What follows belongs to an exercise in optimizing a design on an open flow for small area; a production flow would make more cautious choices.
Only simulation tests tie the RTL to the original design; equivalence was not proved.
No activity file was given, so power comes from the tool's default toggle rates.

## flow/config.mk

```make
export PLATFORM = sky130hd
export DESIGN_NAME = cw_reg_top
export DESIGN_NICKNAME = cw_reg_top
export VERILOG_FILES = /design/flow/design.v
export SDC_FILE = /design/flow/constraint.sdc
export NUM_CORES = 4
export LEC_CHECK = 0
export CAP_MARGIN = 20
export CORE_MARGIN = 2
export CORE_UTILIZATION = 40
export SLEW_MARGIN = 20
```

## flow/constraint.sdc

```tcl
create_clock -name core_clock -period 10.0 [get_ports {usb_clk}]
set_input_delay 2.0000 -clock core_clock [delete_from_list [all_inputs] [get_ports {usb_clk}]]
set_output_delay 2.0000 -clock core_clock [all_outputs]
set_load 0.01 [all_outputs]
```

## flow/design.v

```verilog
`default_nettype none
package cw_reg_pkg;
   typedef logic [7:0] reg_addr_t;      
   typedef logic [7:0] reg_byte_t;      
   typedef logic [6:0] reg_bytecnt_t;   
   typedef logic [2:0] clksettings_t;   
   localparam reg_addr_t reg_clksettings_addr     = 8'h00;
   localparam reg_addr_t reg_user_led_addr        = 8'h01;
   localparam reg_addr_t reg_crypt_type_addr      = 8'h02;
   localparam reg_addr_t reg_crypt_rev_addr       = 8'h03;
   localparam reg_addr_t reg_identify_addr        = 8'h04;
   localparam reg_addr_t reg_crypt_go_addr        = 8'h05;   
   localparam reg_addr_t reg_crypt_key_addr       = 8'h06;
   localparam reg_addr_t reg_crypt_textin_addr    = 8'h07;
   localparam reg_addr_t reg_crypt_cipherin_addr  = 8'h08;
   localparam reg_addr_t reg_crypt_textout_addr   = 8'h09;
   localparam reg_addr_t reg_crypt_cipherout_addr = 8'h0A;
   localparam reg_byte_t crypt_type_value = 8'd2;
   localparam reg_byte_t crypt_rev_value  = 8'd4;
   localparam reg_byte_t identify_value   = 8'h2E;   
endpackage
`default_nettype wire
`default_nettype none
package crypt_pkg;
   typedef logic [127:0] key_t;
   typedef logic [127:0] text_t;
   typedef logic [127:0] cipher_t;
   localparam int unsigned crypt_bytes = 16;
   typedef logic [3:0] crypt_byte_sel_t;   
endpackage
`default_nettype wire
`timescale 1ns/1ps
`default_nettype none
module usb_reg_write (
   input  logic                     usb_clk,
   input  logic                     reset_i,
   input  cw_reg_pkg::reg_addr_t    bus_address_i,
   input  cw_reg_pkg::reg_bytecnt_t bus_bytecnt_i,
   input  cw_reg_pkg::reg_byte_t    bus_write_data_i,
   input  logic                     bus_write_i,
   input  logic                     bus_addrvalid_i,
   output logic                     load_key_o,
   output logic                     load_textin_o,
   output logic                     load_cipherin_o,
   output crypt_pkg::crypt_byte_sel_t byte_sel_o,
   output cw_reg_pkg::reg_byte_t    byte_data_o,
   output cw_reg_pkg::clksettings_t clksettings_o,
   output logic                     user_led_o,
   output logic                     go_pulse_o
);
   logic wr_qual;
   logic byte_ok;
   assign wr_qual = bus_write_i & bus_addrvalid_i;
   assign byte_ok = (bus_bytecnt_i < 7'(crypt_pkg::crypt_bytes));
   always_comb begin
      load_key_o      = 1'b0;
      load_textin_o   = 1'b0;
      load_cipherin_o = 1'b0;
      if (wr_qual && byte_ok) begin    
         case (bus_address_i)
            cw_reg_pkg::reg_crypt_key_addr:      load_key_o      = 1'b1;
            cw_reg_pkg::reg_crypt_textin_addr:   load_textin_o   = 1'b1;
            cw_reg_pkg::reg_crypt_cipherin_addr: load_cipherin_o = 1'b1;
            default: ;
         endcase
      end
   end
   assign byte_sel_o  = bus_bytecnt_i[4-1:0];
   assign byte_data_o = bus_write_data_i;
   always_ff @(posedge usb_clk) begin
      if (reset_i) begin
         clksettings_o <= '0;
         user_led_o    <= 1'b0;
         go_pulse_o    <= 1'b0;
      end else begin
         go_pulse_o <= wr_qual && (bus_address_i == cw_reg_pkg::reg_crypt_go_addr);
         if (wr_qual) begin
            case (bus_address_i)
               cw_reg_pkg::reg_clksettings_addr:
                  clksettings_o <= bus_write_data_i[3-1:0];
               cw_reg_pkg::reg_user_led_addr:
                  user_led_o <= bus_write_data_i[0];    
               default: ;
            endcase
         end
      end
   end
endmodule
`default_nettype wire
`timescale 1ns/1ps
`default_nettype none
module crypt_reg_bank (
   input  logic               usb_clk,
   input  logic               done_i,
   input  crypt_pkg::text_t   textout_i,
   input  crypt_pkg::cipher_t cipherout_i,
   input  logic               load_key_i,
   input  logic               load_textin_i,
   input  logic               load_cipherin_i,
   input  crypt_pkg::crypt_byte_sel_t byte_sel_i,
   input  cw_reg_pkg::reg_byte_t      byte_data_i,
   output crypt_pkg::key_t    key_o,
   output crypt_pkg::text_t   textin_o,
   output crypt_pkg::cipher_t cipherin_o,
   output crypt_pkg::text_t   textout_o,
   output crypt_pkg::cipher_t cipherout_o
);
   crypt_pkg::key_t    key_r;
   crypt_pkg::text_t   textin_r;
   crypt_pkg::cipher_t cipherin_r;
   crypt_pkg::text_t   textout_r;
   crypt_pkg::cipher_t cipherout_r;
   logic    done_r;
   logic    done_rise;
   always_ff @(posedge usb_clk) begin
      if (load_key_i)
         key_r[{byte_sel_i, 3'b000} +: 8] <= byte_data_i;
      if (load_textin_i)
         textin_r[{byte_sel_i, 3'b000} +: 8] <= byte_data_i;
      if (load_cipherin_i)
         cipherin_r[{byte_sel_i, 3'b000} +: 8] <= byte_data_i;
   end
   assign done_rise = done_i & ~done_r;    
   always_ff @(posedge usb_clk) begin
      done_r <= done_i;
      if (done_rise) begin
         textout_r   <= textout_i;
         cipherout_r <= cipherout_i;
      end
   end
   assign key_o       = key_r;
   assign textin_o    = textin_r;
   assign cipherin_o  = cipherin_r;
   assign textout_o   = textout_r;
   assign cipherout_o = cipherout_r;
endmodule
`default_nettype wire
`timescale 1ns/1ps
`default_nettype none
module crypt_start_ctrl (
   input  logic usb_clk,
   input  logic reset_i,
   input  logic exttrigger_i,
   input  logic go_pulse_i,
   input  logic busy_i,
   output logic start_o,
   output logic busy_sync_o
);
   logic       trig_meta;
   logic       trig_sync;
   logic       trig_prev;
   logic       trig_pulse;    
   logic [2:0] busy_pipe;
   always_ff @(posedge usb_clk) begin
      if (reset_i) begin
         trig_meta  <= 1'b0;
         trig_sync  <= 1'b0;
         trig_prev  <= 1'b0;
         trig_pulse <= 1'b0;
         busy_pipe  <= '0;
      end else begin
         trig_meta  <= exttrigger_i;
         trig_sync  <= trig_meta;
         trig_prev  <= trig_sync;
         trig_pulse <= trig_sync & ~trig_prev;
         busy_pipe  <= {busy_pipe[1:0], busy_i};
      end
   end
   assign start_o     = go_pulse_i | trig_pulse;
   assign busy_sync_o = busy_pipe[2];
endmodule
`default_nettype wire
`timescale 1ns/1ps
`default_nettype none
module usb_reg_read (
   input  cw_reg_pkg::reg_addr_t    bus_address_i,
   input  cw_reg_pkg::reg_bytecnt_t bus_bytecnt_i,
   input  logic                     bus_read_i,
   input  logic                     bus_addrvalid_i,
   input  crypt_pkg::key_t          key_i,
   input  crypt_pkg::text_t         textin_i,
   input  crypt_pkg::cipher_t       cipherin_i,
   input  crypt_pkg::text_t         textout_i,
   input  crypt_pkg::cipher_t       cipherout_i,
   input  cw_reg_pkg::clksettings_t clksettings_i,
   input  logic                     user_led_i,
   input  logic                     busy_i,
   output cw_reg_pkg::reg_byte_t    read_data_o
);
   function automatic [7:0] pick_byte(input [127:0] value, input [6:0] idx);
      reg [3:0] sel;
      begin
         sel = idx[3:0];
         pick_byte = 8'h00;
         if (idx < 7'(crypt_pkg::crypt_bytes))
            pick_byte = value[{sel, 3'b000} +: 8];
      end
   endfunction
   always_comb begin
      read_data_o = '0;
      if (bus_read_i && bus_addrvalid_i) begin
         case (bus_address_i)
            cw_reg_pkg::reg_clksettings_addr:
               read_data_o = {{(8 - 3){1'b0}},
                              clksettings_i};
            cw_reg_pkg::reg_user_led_addr:        read_data_o = {7'b0, user_led_i};
            cw_reg_pkg::reg_crypt_type_addr:      read_data_o = cw_reg_pkg::crypt_type_value;
            cw_reg_pkg::reg_crypt_rev_addr:       read_data_o = cw_reg_pkg::crypt_rev_value;
            cw_reg_pkg::reg_identify_addr:        read_data_o = cw_reg_pkg::identify_value;
            cw_reg_pkg::reg_crypt_go_addr:        read_data_o = {7'b0, busy_i};   
            cw_reg_pkg::reg_crypt_key_addr:       read_data_o = pick_byte(key_i, bus_bytecnt_i);
            cw_reg_pkg::reg_crypt_textin_addr:    read_data_o = pick_byte(textin_i, bus_bytecnt_i);
            cw_reg_pkg::reg_crypt_cipherin_addr:  read_data_o = pick_byte(cipherin_i, bus_bytecnt_i);
            cw_reg_pkg::reg_crypt_textout_addr:   read_data_o = pick_byte(textout_i, bus_bytecnt_i);
            cw_reg_pkg::reg_crypt_cipherout_addr: read_data_o = pick_byte(cipherout_i, bus_bytecnt_i);
            default:                  read_data_o = '0;   
         endcase
      end
   end
endmodule
`default_nettype wire
`timescale 1ns/1ps
`default_nettype none
module cw_reg_top (
   input  logic                     usb_clk,
   input  logic                     reset_i,
   input  cw_reg_pkg::reg_addr_t    reg_address_i,
   input  cw_reg_pkg::reg_bytecnt_t reg_bytecnt_i,
   input  cw_reg_pkg::reg_byte_t    write_data_i,
   input  logic                     reg_write_i,
   input  logic                     reg_read_i,
   input  logic                     reg_addrvalid_i,
   output cw_reg_pkg::reg_byte_t    read_data_o,
   input  logic                     exttrigger_i,
   input  logic                     crypt_done_i,
   input  logic                     crypt_busy_i,
   input  crypt_pkg::text_t         crypt_textout_i,
   input  crypt_pkg::cipher_t       crypt_cipherout_i,
   output cw_reg_pkg::clksettings_t clksettings_o,
   output logic                     user_led_o,
   output crypt_pkg::key_t          crypt_key_o,
   output crypt_pkg::text_t         crypt_textin_o,
   output crypt_pkg::cipher_t       crypt_cipherin_o,
   output logic                     crypt_start_o
);
   logic go_pulse;
   logic busy_sync;
   logic                       load_key;
   logic                       load_textin;
   logic                       load_cipherin;
   crypt_pkg::crypt_byte_sel_t load_byte_sel;
   cw_reg_pkg::reg_byte_t      load_byte_data;
   crypt_pkg::key_t    view_key;
   crypt_pkg::text_t   view_textin;
   crypt_pkg::cipher_t view_cipherin;
   crypt_pkg::text_t   view_textout;
   crypt_pkg::cipher_t view_cipherout;
   usb_reg_write u_usb_reg_write (
      .usb_clk          (usb_clk),
      .reset_i          (reset_i),
      .bus_address_i    (reg_address_i),
      .bus_bytecnt_i    (reg_bytecnt_i),
      .bus_write_data_i (write_data_i),
      .bus_write_i      (reg_write_i),
      .bus_addrvalid_i  (reg_addrvalid_i),
      .load_key_o       (load_key),
      .load_textin_o    (load_textin),
      .load_cipherin_o  (load_cipherin),
      .byte_sel_o       (load_byte_sel),
      .byte_data_o      (load_byte_data),
      .clksettings_o    (clksettings_o),
      .user_led_o       (user_led_o),
      .go_pulse_o       (go_pulse)
   );
   crypt_reg_bank u_crypt_reg_bank (
      .usb_clk         (usb_clk),
      .done_i          (crypt_done_i),
      .textout_i       (crypt_textout_i),
      .cipherout_i     (crypt_cipherout_i),
      .load_key_i      (load_key),
      .load_textin_i   (load_textin),
      .load_cipherin_i (load_cipherin),
      .byte_sel_i      (load_byte_sel),
      .byte_data_i     (load_byte_data),
      .key_o           (view_key),
      .textin_o        (view_textin),
      .cipherin_o      (view_cipherin),
      .textout_o       (view_textout),
      .cipherout_o     (view_cipherout)
   );
   crypt_start_ctrl u_crypt_start_ctrl (
      .usb_clk      (usb_clk),
      .reset_i      (reset_i),
      .exttrigger_i (exttrigger_i),
      .go_pulse_i   (go_pulse),
      .busy_i       (crypt_busy_i),
      .start_o      (crypt_start_o),
      .busy_sync_o  (busy_sync)
   );
   usb_reg_read u_usb_reg_read (
      .bus_address_i   (reg_address_i),
      .bus_bytecnt_i   (reg_bytecnt_i),
      .bus_read_i      (reg_read_i),
      .bus_addrvalid_i (reg_addrvalid_i),
      .key_i           (view_key),
      .textin_i        (view_textin),
      .cipherin_i      (view_cipherin),
      .textout_i       (view_textout),
      .cipherout_i     (view_cipherout),
      .clksettings_i   (clksettings_o),
      .user_led_i      (user_led_o),
      .busy_i          (busy_sync),
      .read_data_o     (read_data_o)
   );
   assign crypt_key_o      = view_key;
   assign crypt_textin_o   = view_textin;
   assign crypt_cipherin_o = view_cipherin;
endmodule
`default_nettype wire
```

## flow/run.sh

```bash
#!/bin/bash
# synth_recipe.tcl (not shown) runs the flow's synth.tcl, then flattens the netlist and writes it again
# the make line also repeats each setting of config.mk as NAME=value (left out here)
make -C /OpenROAD-flow-scripts/flow DESIGN_CONFIG=/design/flow/config.mk WORK_HOME=/design/flow/orfs CLKGATE_MAP_FILE= SYNTH_SCRIPT=/design/flow/synth_recipe.tcl finish
```

==> impl_metrics.tcl <==
set metrics [dict create \
    hold_ws_ns 0.385 \
    grt_overflow 0 \
    die_h_um 276 \
    cts.clk_slew.worst_paths_ns 0.06 \
    hold_path.class "reg2reg" \
    synth_compound_area_share_pct 5.04 \
    p_leak_nw 14.1 \
    slew_headroom_pct 26.3 \
    drive_above_1_share_pct 17.0 \
    globalRouteTotalUtil_pct 29.8 \
    synth_nets 2314 \
    worstSetupEndpointType "primary output" \
    netlist_area_sq_um 29700 \
    routed_wl_mm 117 \
    clock_latency_ns 0.61 \
    pwr-share-clk_pct 42.7 \
    numCtsBuffers 73 \
    yosys.area.top_type_share_pct 64.7 \
    comb_power_share_pct 7.7 \
    p_switching_mw 1.39 \
    cts.repair.resized 0 \
    synthToLayoutAreaGrowth_pct 34.4 \
    fmax_ghz 0.126 \
    die-area_sq_um 76400 \
    grt_setup_unrepaired "false" \
    sequentialPowerShare_pct 49.6 \
    dpl.hpwl_mm 85.9 \
    io_buffers 683 \
    routed-via-count 21200 \
    worst_pin_slew_ns 1.11 \
    grt_pass1_wl_mm 161 \
    period_share_pct 79.3 \
    synthDistinctLibCells 57 \
    tns_ns 0 \
    synth-simple-area-share_pct 7.03 \
    cp-start-kind "input port" \
    synth_most_common_cell "edfxtp_1" \
    htreeDepth 3 \
    synth-seq-area-share_pct 65.6 \
    fin_crit_ns 7.93 \
    start_util_pct 40.5 \
    grt_max_degree 144 \
    routabilityCongestion 0.944 \
    core_area_sq_um 73200 \
    synth_top_cell_by_area "edfxtp_1" \
    synth.avg_cell_area_sq_um 14.7 \
    synthTopCellsByArea "edfxtp_1, mux4_2, mux2_2, nand2_1, mux2i_1" \
    cts_sinks 653 \
    syn_inst 2025 \
    synth.area.mux_share_pct 18.6 \
    arrival_ns 5.93 \
    drv_slew 0 \
    worstSetupPathType "in2out" \
    ys_ff_latch 653 \
    skew_ns 0.0179 \
    antenna_found_initial 3 \
    yosys_warnings 4 \
    cts_tree "done" \
    ant_nets 0 \
    final_cells 3710 \
    rows 99 \
    clockBufferDepth 3 \
    viasPerCell 5.72 \
    hold_violations 0 \
    synth_edf_count 640 \
    clock-root-buffer "clkbuf_16" \
    synth_fa_ha_area_share_pct 0.0843 \
    synth_top_family_by_area "multiplexers" \
    post-cts-setup-buffer-count 0 \
    first_global_vias 20700 \
    ir_worst_vdd_v 0.000115 \
    io-pin-count 684 \
    synth_ff_type "edfxtp_1" \
    drc 0 \
    diodes 0 \
    wire_per_inst_um 31.4 \
    required_ns 8.00 \
    setup_viol 0 \
    final_net_count 2981 \
    dieWidth_um 276 \
    p_sw_share_pct 22.6 \
    ys_async_sr_fraction_pct 0 \
    dpl.cell_count 3576 \
    utilization_pct 54.5 \
    drtIter0Drc 2640 \
    dr.pass1.iters 5 \
    synthXorXnorAreaFrac_pct 0.0295 \
    outcome "no timing/DRC/antenna violations" \
    cp_max_fo 16 \
    p_int_mw 4.77 \
    postCtsHoldBufs 0 \
    drv_cap 0 \
    yosys-top-cells-count "edfxtp_1, nand2_1, mux2_2, o21ai_0, inv_1" \
    p_per_area_nw_per_um2 155 \
]
critical path, cell delays in order:
cell and delay, ns:
clkdlybuf4s50_1 0.67, nor4b_1 0.48, nand2_1 0.51, a2111oi_0 0.94, a31o_2 0.20, a21oi_1 0.07, a31oi_1 0.41, clkdlybuf4s50_1 0.63
cells in the final DEF (no fill, tap or decap), types with 45 or more instances in the layout:
cell / instances
clkbuf_16: 74
clkdlybuf4s50_1: 679
inv_1: 133
mux2_2: 174
o21ai_0: 144
edfxtp_1: 640
mux2i_1: 80
nor2_1: 45
mux4_2: 122
nand2_1: 311
per-layer routing:
layer	share of wire (%)	routed length, um	global-route usage (%)
met2	48	56400	48.7
met4	3.4	3970	10.6
met1	38	44500	38.2
met3	10	11700	7.93
met5	0.011	13	0
per-stage QoR:
step                      setup WS, ns  power [mW]  area (sq um)
after floorplan                  0.779        3.35         29700
after global placement            2.16        3.58         37600
after detailed placement          2.18        3.59         37600
after CTS                         2.18        6.21         39900
after global routing              1.86        6.32         39900
final                             2.07        6.17         39900
power groups by stage:
| stage | combinational [mW] | clock, mW | sequential [mW] |
|---|---|---|---|
| final | 0.477 | 2.63 | 3.06 |
| after global placement | 0.471 | 0 | 3.11 |
| after CTS | 0.476 | 2.67 | 3.06 |
| after global routing | 0.498 | 2.77 | 3.06 |
| after floorplan | 0.228 | 0 | 3.12 |
| after detailed placement | 0.475 | 0 | 3.12 |
worst paths after layout:
check	start	end	slack (ns)	depth (start not counted)
setup / recovery	reg_address_i[0]	read_data_o[5]	2.07	8
hold / removal	u_crypt_start_ctrl.trig_prev	u_crypt_start_ctrl.trig_pulse	0.38	1
setup reg to reg	u_crypt_reg_bank.done_r	u_crypt_reg_bank.cipherout_r[100]	7.49	2
hold reg to reg	u_crypt_start_ctrl.trig_prev	u_crypt_start_ctrl.trig_pulse	0.38	1
state kept, by name, summed over array words and instances, names as in the netlist, 3 cells and up:
signal and flops:
u_crypt_reg_bank.cipherin_r 128, u_crypt_reg_bank.cipherout_r 128, u_crypt_reg_bank.key_r 128, u_crypt_reg_bank.textin_r 128, u_crypt_reg_bank.textout_r 128, u_crypt_start_ctrl.busy_pipe 3
u_usb_reg_write.clksettings_o 3
layout make-up:
type                       instances  area, sq um
fill                            5979        33300
sequential                       653        19500
multi-input combinational       1104         9180
timing repair buffer             726         7220
clock buffer                      97         1950
tap                              959         1200
inverter                         134          503
clock inverter                    37          353
cells by family (layout without fill, tap and decap cells):
family          count (synthesis)  in the layout
buf+inv                       268            994
flops                         653            653
fa+ha+maj                       2              2
xor+xnor                        1              1
compound gates                246            246
simple gates                  479            479
mux                           376            376

==> afterwards: timing with drivers on the ports <==
How much do the figures lean on ideal ports? The routed layout below was timed once more, with nothing changed but the port constraints. Step 1 assumes that a clkbuf_16 drives the clock port and a buf_2 every other input. Step 2, shift: input delay + t, output delay - t, t = (earliest + latest rising clock arrival at the registers) / 2. This alone moves slack from input paths to output paths. Slacks: no drivers / after step 1 / after step 2; pairs: no drivers / after step 1.
t (ns): 0.676
slack for setup (ns): 2.075 / 2.028 / 2.028
worst setup path after step 2: input to output
cell pins on the clock port's net: 1
After both steps this run still meets setup and hold. The setup slack of this run moves by -0.047 ns with the drivers and by -0.047 ns with both steps.
